From an optimization exercise on the open Yosys and OpenROAD flow, aimed at small area; shortcuts taken in it are not production practice.
Function was checked by simulation only, so behaviour that the tests miss may differ from the original.
Power is estimated from default activity; no workload was simulated.

**design/flow/config.mk**
```make
export PLATFORM = sky130hd
export DESIGN_NAME = regfile_wr_decode_64x32
export DESIGN_NICKNAME = regfile_wr_decode_64x32
export VERILOG_FILES = /design/flow/design.v
export SDC_FILE = /design/flow/constraint.sdc
export NUM_CORES = 4
export LEC_CHECK = 0
export CAP_MARGIN = 20
export CELL_PAD_IN_SITES_DETAIL_PLACEMENT = 1
export CELL_PAD_IN_SITES_GLOBAL_PLACEMENT = 1
export CORE_MARGIN = 2
export CORE_UTILIZATION = 40
export CTS_BUF_LIST = sky130_fd_sc_hd__clkbuf_8
export CTS_CLUSTER_DIAMETER = 45
export CTS_CLUSTER_SIZE = 16
export GPL_TIMING_DRIVEN = 0
export SETUP_SLACK_MARGIN = 0.3
export SLEW_MARGIN = 20
export SYNTH_HIERARCHICAL = 1
export SYNTH_MINIMUM_KEEP_SIZE = 0
```
**design/flow/constraint.sdc**
```tcl
create_clock -name core_clock -period 6.0 [get_ports {clk}]
set_input_delay 1.2000 -clock core_clock [delete_from_list [all_inputs] [get_ports {clk}]]
set_output_delay 1.2000 -clock core_clock [all_outputs]
set_load 0.01 [all_outputs]
```
**design/flow/design.v**
```verilog
module regfile_wr_decode_64x32 (
    input  logic        clk,
    input  logic        rst_n,
    input  logic        RegWrite,
    input  logic [4:0]  WriteRegister,
    input  logic [63:0] WriteData,
    input  logic [4:0]  ReadRegister1,
    input  logic [4:0]  ReadRegister2,
    output logic [63:0] ReadData1,
    output logic [63:0] ReadData2
);
    logic        p;
    logic [30:0] valid;
    logic [30:0] we;
    logic [30:0] hv;
    logic [30:0] we_h   [2];
    logic [30:0] hold_h [2];
    logic [3:0]  wlo, wmid;
    logic [1:0]  whi;
    logic        wen;
    logic [63:0] wx;
    logic [31:0][63:0] s;
    rf_dec2 u_wlo  (.a(WriteRegister[1:0]), .y(wlo));
    rf_dec2 u_wmid (.a(WriteRegister[3:2]), .y(wmid));
    assign whi = {RegWrite && WriteRegister[4], RegWrite && !WriteRegister[4]};
    assign wen = rst_n && RegWrite && (WriteRegister != 5'd31);
    for (genvar i = 0; i < 31; i++) begin : g_reg
        logic [63:0] q;
        logic [63:0] d;
        assign we[i] = wlo[i % 4] && wmid[(i / 4) % 4] && whi[i / 16];
        rf_hv u_hv (.lo(wlo[i % 4]), .mid(wmid[(i / 4) % 4]), .hi(whi[i / 16]), .v(valid[i]), .r(rst_n), .y(hv[i]));
        for (genvar h = 0; h < 2; h++) begin : g_half
            rf_wdrv u_wd (.lo(wlo[i % 4]), .mid(wmid[(i / 4) % 4]), .hi(whi[i / 16]),
                          .we(we_h[h][i]), .hold(hold_h[h][i]));
            for (genvar b = 32 * h; b < 32 * h + 32; b++) begin : g_bit
                rf_oai22 u_st (.a1(hold_h[h][i]), .a2(wx[b]), .b1(we_h[h][i]), .b2(q[b]), .y(d[b]));
            end
        end
        always_ff @(posedge clk) q <= d;
        assign s[i] = q;
    end
    assign s[31] = wx;
    for (genvar b = 0; b < 64; b++) begin : g_wx
        rf_xor2 u_x (.a(WriteData[b]), .b(p), .y(wx[b]));
    end
    always_ff @(posedge clk or negedge rst_n)
        if (!rst_n) p <= 1'b0;
        else        p <= !p;
    always_ff @(posedge clk or negedge rst_n)
        if (!rst_n) valid <= '0;
        else        valid <= valid | we;
    rf_rdport u_rd1 (.rst_n(rst_n), .p(p), .wen(wen), .wa(WriteRegister), .hv(hv), .ra(ReadRegister1),
                     .valid(valid), .s(s), .rd(ReadData1));
    rf_rdport u_rd2 (.rst_n(rst_n), .p(p), .wen(wen), .wa(WriteRegister), .hv(hv), .ra(ReadRegister2),
                     .valid(valid), .s(s), .rd(ReadData2));
endmodule
module rf_rdport (
    input  logic              rst_n,
    input  logic              p,
    input  logic              wen,
    input  logic [4:0]        wa,
    input  logic [30:0]       hv,
    input  logic [4:0]        ra,
    input  logic [30:0]       valid,
    input  logic [31:0][63:0] s,
    output logic [63:0]       rd
);
    logic [3:0]  lo, mid;
    logic [1:0]  hi;
    logic        eq;
    logic        vsel;
    logic [32:0] g [2];
    rf_dec2 u_lo  (.a(ra[1:0]), .y(lo));
    rf_dec2 u_mid (.a(ra[3:2]), .y(mid));
    assign hi = {ra[4], !ra[4]};
    assign eq = (wa == ra);
    rf_vsel u_vs (.ra(ra), .valid(valid), .r(rst_n), .y(vsel));
    for (genvar h = 0; h < 2; h++) begin : g_half
        for (genvar i = 0; i < 31; i++) begin : g_sel
            rf_and4 u_g (.a(lo[i % 4]), .b(mid[(i / 4) % 4]), .c(hi[i / 16]), .d(hv[i]), .y(g[h][i]));
        end
        rf_and2  u_byp  (.a(eq), .b(wen), .y(g[h][31]));
        rf_aoi21 u_zero (.a1(eq), .a2(wen), .b1(vsel), .y(g[h][32]));
    end
    for (genvar b = 0; b < 64; b++) begin : g_bit
        logic [10:0] y;
        logic [2:0]  z;
        logic        n;
        for (genvar k = 0; k < 10; k++) begin : g_l1
            rf_aoi222 u_a (.a1(g[b / 32][3*k]),   .a2(s[3*k][b]),
                           .b1(g[b / 32][3*k+1]), .b2(s[3*k+1][b]),
                           .c1(g[b / 32][3*k+2]), .c2(s[3*k+2][b]), .y(y[k]));
        end
        rf_aoi222 u_a10 (.a1(g[b / 32][30]), .a2(s[30][b]), .b1(g[b / 32][31]), .b2(s[31][b]),
                         .c1(g[b / 32][32]), .c2(p), .y(y[10]));
        rf_nand4 u_n0 (.a(y[0]), .b(y[1]), .c(y[2]), .d(y[3]), .y(z[0]));
        rf_nand4 u_n1 (.a(y[4]), .b(y[5]), .c(y[6]), .d(y[7]), .y(z[1]));
        rf_nand3 u_n2 (.a(y[8]), .b(y[9]), .c(y[10]), .y(z[2]));
        rf_nor3  u_o  (.a(z[0]), .b(z[1]), .c(z[2]), .y(n));
        rf_xnor2 u_x  (.a(n), .b(p), .y(rd[b]));
    end
endmodule
module rf_vsel (input logic [4:0] ra, input logic [30:0] valid, input logic r, output logic y);
    logic [31:0] v;
    assign v = {1'b0, valid};
    assign y = r && v[ra];
endmodule
module rf_dec2 (input logic [1:0] a, output logic [3:0] y);
    assign y = {a[1] && a[0], a[1] && !a[0], !a[1] && a[0], !a[1] && !a[0]};
endmodule
module rf_wdrv (input logic lo, mid, hi, output logic we, hold);
    assign we   = lo && mid && hi;
    assign hold = !(lo && mid && hi);
endmodule
module rf_hv (input logic lo, mid, hi, v, r, output logic y);
    assign y = r && v && !(lo && mid && hi);
endmodule
module rf_oai22 (input logic a1, a2, b1, b2, output logic y);
    assign y = !((a1 || a2) && (b1 || b2));
endmodule
module rf_aoi222 (input logic a1, a2, b1, b2, c1, c2, output logic y);
    assign y = !((a1 && a2) || (b1 && b2) || (c1 && c2));
endmodule
module rf_aoi21 (input logic a1, a2, b1, output logic y);
    assign y = !((a1 && a2) || b1);
endmodule
module rf_and4 (input logic a, b, c, d, output logic y);
    assign y = a && b && c && d;
endmodule
module rf_and2 (input logic a, b, output logic y);
    assign y = a && b;
endmodule
module rf_nand4 (input logic a, b, c, d, output logic y);
    assign y = !(a && b && c && d);
endmodule
module rf_nand3 (input logic a, b, c, output logic y);
    assign y = !(a && b && c);
endmodule
module rf_nor3 (input logic a, b, c, output logic y);
    assign y = !(a || b || c);
endmodule
module rf_xor2 (input logic a, b, output logic y);
    assign y = a ^ b;
endmodule
module rf_xnor2 (input logic a, b, output logic y);
    assign y = !(a ^ b);
endmodule
```
**design/flow/flow/run.sh**
```bash
#!/bin/bash
# Layout flow: the standard ORFS flow (standard.sh: unchanged synthesis and steps), with
#  - port buffers made of buf_2 cells instead of the default delay-buffer cell,
#  - a pre-resize hook (presize.tcl) that upsizes the drivers of high-fanout nets whose slew
#    is high before repair_design would buffer them, and
#  - clock tree synthesis without dummy loads (same clustering settings as config.mk).
# The run's full output goes to flow_standard.log in the work folder; ORFS keeps its step
# logs under orfs/logs as usual.
set -euo pipefail
here=$(cd "$(dirname "$0")" && pwd)
export BUFFER_PORTS_ARGS="-buffer_cell sky130_fd_sc_hd__buf_2"
export PRE_RESIZE_TCL="$here/presize.tcl"
export CTS_ARGS="-sink_clustering_enable -repair_clock_nets -sink_clustering_size 16 -sink_clustering_max_diameter 45 -buf_list sky130_fd_sc_hd__clkbuf_8 -dont_use_dummy_load"
bash standard.sh finish > flow_standard.log 2>&1
```
**design/flow/flow/presize.tcl**
```tcl
# Upsize drivers of high-fanout nets whose slew is over the limit, before repair_design buffers them.
proc rf_presize {} {
  estimate_parasitics -placement
  set block [ord::get_db_block]
  set changed 0
  foreach pass {1 2} {
    foreach net [$block getNets] {
      if {[$net getSigType] ne "SIGNAL"} continue
      set drv ""; set f 0
      foreach it [$net getITerms] { if {[$it isOutputSignal]} {set drv $it} else {incr f} }
      if {$drv eq "" || $f < 8} continue
      set inst [$drv getInst]
      set m [[$inst getMaster] getName]
      if {![regexp {^(sky130_fd_sc_hd__[a-z0-9]+)_([0-9]+)$} $m -> base sz]} continue
      if {[string match "*buf*" $base] || [string match "*df*" $base]} continue
      set pin [get_pins [$drv getName]]
      set sl [get_property $pin slew_max]
      if {$sl <= 0.8} continue
      set next ""
      foreach s {2 4 8} { if {$s > $sz && [get_lib_cells -quiet ${base}_$s] ne ""} { set next ${base}_$s; break } }
      if {$next eq ""} continue
      replace_cell [$inst getName] $next
      incr changed
    }
    estimate_parasitics -placement
  }
  puts "rf_presize: resized $changed drivers"
}
rf_presize
```
**design/flow/standard.sh**
```bash
#!/bin/bash
# synth_recipe.tcl (not shown) runs the flow's synth.tcl, then flattens the netlist and writes it again
# the make line also repeats each setting of config.mk as NAME=value (left out here)
make -C /OpenROAD-flow-scripts/flow DESIGN_CONFIG=/design/flow/config.mk WORK_HOME=/design/flow/orfs CLKGATE_MAP_FILE= SYNTH_SCRIPT=/design/flow/synth_recipe.tcl "${@:-finish}"
```
==> run summary <==
-- Yosys stat by module, one instance, submodules excluded, a selection --
module	times used	cell area, um2	cells inside
regfile_wr_decode_64x32	1	40880	2063
rf_vsel	2	282.8	26
rf_nor3	128	10.01	1
rf_xor2	64	8.758	1
rf_xnor2	128	8.758	1
rf_aoi21	4	8.758	1
rf_oai22	1984	6.256	1
rf_nand4	256	6.256	1
rf_nand3	128	5.005	1
-- logic make-up after synthesis --
logic type                count (synthesis)  synth area share, %
AOI/OAI and AO/OA                      3471                35.79
DFF                                    2016                53.60
muxes                                    22               0.4966
buffers and inverters                    13              0.09600
xor gates and xnor gates                202                2.340
and+or+nand+nor                         845                7.672
-- power by group through the flow --
stage | combinational [mW] | clock [mW] | sequential, mW
2_1_floorplan | 2.75 | 0 | 18.7
3_3_place_gp | 3.77 | 0 | 19.1
3_5_place_dp | 4.16 | 0 | 19.3
4_1_cts | 4.31 | 9.42 | 19.1
-- how the worst max path moves through the flow --
stage | startpoint | end | slack [ns]
after detailed placement | RegWrite | ReadData1[52] | -0.54
after floorplan | p | ReadData1[0] | 0.009
after CTS | rst_n | ReadData2[33] | 0.11
after global placement | p | ReadData1[15] | -3.62
-- synth_stat cells (all sizes together) --
| cell | n |
|---|---|
| o211ai | 2 |
| mux2i | 6 |
| xnor2 | 134 |
| clkbuf | 4 |
| nand4 | 256 |
| o21ai | 2 |
| mux2 | 4 |
| and2b | 6 |
| nor3b | 2 |
| and3 | 67 |
| nand3b | 4 |
| a2111oi | 2 |
| buf | 4 |
| nor2 | 6 |
| xor2 | 68 |
| a211oi | 2 |
| and2 | 11 |
| nor2b | 9 |
| a31oi | 34 |
| nor3 | 130 |
| and4 | 124 |
| a21oi | 6 |
| nand3 | 192 |
| nand2 | 34 |
| o22ai | 1984 |
| mux4 | 12 |
| a21o | 31 |
| a222oi | 1408 |
| inv | 5 |
| dfxtp | 1984 |
| and3b | 4 |
| dfrtp | 32 |
-- routing by layer --
layer  overflow  global-route usage (%)
met5          0                  0.1737
met2          2                   65.22
met3          0                   18.09
met4          0                   28.25
met1          2                   58.52
-- per-stage QoR --
step	worst slack [ns]	cell area, um2
after floorplan	0.009438	75600
after global placement	-3.619	79770
after detailed placement	-0.5372	83240
after CTS	0.1097	88290
-- repair_timing --
action / 4_1_cts
hold buffers: 0
resized for setup: 44
pin swaps: 51
setup endpoints to repair: 128
setup buffers: 56
gates cloned: 34
==> flow_summary.toml <==
[place]
placement.io_buffers = 209
hpwlAfterDp_mm = 223.1
place_congestion = 0.8990
placed_cells_incl_taps = 9307

[run_status]
haltStage = "global routing"
status = "did not finish"
firstError = "[ERROR GRT-0232] Routing congestion too high. Check the congestion heatmap in the GUI."

[synth]
synth_sequential_area_ratio_pct = 53.60
synth_cells = 6569
number_of_storage_elements_in_the_synthesis_netlist = 2016
synthDistinctLibCells = 36
syn_avg_cell_area_um2 = 11.51
syn_nets = 6651
yosys.area.top_type_share_pct = 52.54
netlist_top_cells_area = "dfxtp_1 (53%), a222oi_1 (19%), o22ai_1 (16%)"
synth_area_leader_cell = "dfxtp_1"
yosys_warn_count = 11
syn_area_um2 = 75590

[grt]
gr-total-overflow = 4
grt_start_max_net_pins = 67
gr-usage-all-layers_pct = 46.06

[cts]
clock_buffer_depth = 4
cts_max_level = 5
cts_sinks = 2016
cts_inserted_buffers = 284
cts-root-buf = "clkbuf_8"

[floorplan]
die_height_um = 438.7
initial_utilization_pct = 40.25
num_rows = 159
die_w_um = 438.7
io_pins = 210
